Context: an optimization exercise on an open-source flow, tuned for small area, a short achievable clock period and few clock cycles per item. The choices shown serve that exercise and are no tape-out recipe. Only simulation tests tie the RTL to the original design; equivalence was not proved. Power is estimated from default activity; no workload was simulated.

Design execute_mc, start of the top module:
module execute_mc #(
  parameter int N      = 64,
  parameter int MUL_EN = 1
) (
  input  logic         clk,
  input  logic         reset,
  input  logic         valid_E,
  input  logic         flush_E,
  input  logic         AluSrc,
  input  logic [3:0]   AluControl,
  input  logic         MulOp,
  input  logic [N-1:0] PC_E,
  input  logic [N-1:0] signImm_E,
  input  logic [N-1:0] readData1_E,
  input  logic [N-1:0] readData2_E,
  output logic         stall_E,
  output logic [N-1:0] PCBranch_M,
  output logic [N-1:0] aluResult_M,
  output logic [N-1:0] writeData_M,
  output logic         zero_M,
  output logic         valid_M
);
For scale: ~38000 sq um of cells after synthesis.
Settings: LEC_CHECK=0, ABC_AREA=1, CAP_MARGIN=20, CORE_MARGIN=2, CORE_UTILIZATION=62, SETUP_SLACK_MARGIN=3.7, SLEW_MARGIN=20, TNS_END_PERCENT=5; clock period 7.0 ns.
standard.sh (not shown) runs the stock make flow with config.mk's settings and CLKGATE_MAP_FILE= SYNTH_SCRIPT=/design/flow/synth_recipe.tcl, a recipe that flattens the netlist after the stock synthesis.
==> flow/flow/run.sh <==
#!/bin/bash
set -euo pipefail
export BUFFER_PORTS_ARGS="-buffer_cell sky130_fd_sc_hd__buf_1"
R=orfs/results/sky130hd/execute_mc/base
bash standard.sh MATCH_CELL_FOOTPRINT=0 synth > synth.log 2>&1
cp $R/1_2_yosys.v $R/1_2_yosys.synth.v
python3 flow/polarity.py $R/1_2_yosys.synth.v $R/1_2_yosys.v > polarity.log 2>&1
rm -f $R/1_synth.odb
bash standard.sh MATCH_CELL_FOOTPRINT=0 finish > finish.log 2>&1
Other scripts of this flow, unchanged in this note and not shown: flow/flow/polarity.py
Testbench counts at the start, summed over its fixed seeds: cycles 35,101, instrs 24,000.
Next try:
--- a/flow/config.mk
+++ b/flow/config.mk
@@ -10,4 +10,5 @@
 export CORE_MARGIN = 2
 export CORE_UTILIZATION = 62
+export PLACE_DENSITY = 0.72
 export SETUP_SLACK_MARGIN = 3.7
 export SLEW_MARGIN = 20
Effect:
- worst setup slack got worse by 280 ps
- sequential power hardly moves
- maximum frequency goes down by 6.2%
- power came out higher by 2.7%
- clock skew came out lower by 7.1 ps
- non-clock buffer count decreases by 35
- sequential cell count stays the same
- design area hardly moves
- clock power rose by about 5%
- wire length rises by 4.2%

========
oak:
execute_mc, a different RTL version from the one above (not shown whole).
For scale: roughly 5000 cells after synthesis, ~280 flip-flops, about 460 I/O pins, about 41000 µm² of cells after synthesis.
Settings: LEC_CHECK=0, CAP_MARGIN=20, CORE_MARGIN=2, CORE_UTILIZATION=55, SETUP_SLACK_MARGIN=3.8, SLEW_MARGIN=20, TNS_END_PERCENT=5; clock period 7.0 ns.
run.sh (not shown) runs the stock make flow with config.mk's settings and CLKGATE_MAP_FILE= SYNTH_SCRIPT=/design/flow/synth_recipe.tcl, a recipe that flattens the netlist after the stock synthesis.
Stock flow here: none of the scripts above is used.
Testbench counts of oak, summed over its fixed seeds: cycles 38,096, instrs 24,000.
Changes in pine relative to oak:
# oak
export LEC_CHECK = 0
export CAP_MARGIN = 20
export CORE_MARGIN = 2
export CORE_UTILIZATION = 55
export SETUP_SLACK_MARGIN = 3.8
export SLEW_MARGIN = 20
export TNS_END_PERCENT = 5
create_clock -name core_clock -period 7.0 [get_ports {clk}]
# pine
export LEC_CHECK = 0
export ABC_AREA = 1
export CAP_MARGIN = 20
export CORE_MARGIN = 2
export CORE_UTILIZATION = 55
export SETUP_SLACK_MARGIN = 3.7
export SLEW_MARGIN = 20
export TNS_END_PERCENT = 5
create_clock -name core_clock -period 7.0 [get_ports {clk}]
==> comparison <==
According to the power report, total power for pine is lower than for oak. Going from oak to pine, worst slack on hold paths decreased 0.065 ns; fmax saw an increase; non-clock buffer count in the final layout now sits higher; count of clock-buffer cells in the layout fell 5. Taking oak as 1.0, pine lands at 1.16 on synthesized cell count. Xor-xnor portion of the synthesized cell area: oak and pine compared, lower one is pine. Run comparison: oak standard cell with the maximum stage delay on the critical path sky130_fd_sc_hd__dlygate4sd2_1; pine standard cell with the maximum stage delay on the critical path sky130_fd_sc_hd__nand4_1.

[static timing again, ports no longer ideal]
Ports are ideal in the flow. The routed layouts listed here were re-timed in OpenROAD. Step 1: set_driving_cell puts a clkbuf_16 on clk and a buf_2 on each other input, an assumption about the parent block. Step 2, shift: input delay + t, output delay - t, t = (earliest + latest rising clock arrival at the registers) / 2. This alone moves slack from input paths to output paths. Three values: no drivers, after step 1, after step 2; two values: the first two.
| run | t (ns) | slack for setup (ns) | worst data-port slew with drivers (ns) |
|---|---|---|---|
| the first run of note 1 | 0.649 | 2.812 / 2.746 / 2.456 | 0.20 |
| the second run of note 1 | 0.649 | 2.537 / 2.474 / 2.504 | 0.23 |
| oak | 0.653 | 2.493 / 2.290 / 1.637 | 0.32 |
| pine | 0.683 | 3.107 / 3.039 / 2.413 | 0.19 |
After both steps setup and hold are still met in every run listed. For oak, which loses most, drivers alone change the setup slack by -0.203 ns; drivers and shift together by -0.856 ns.
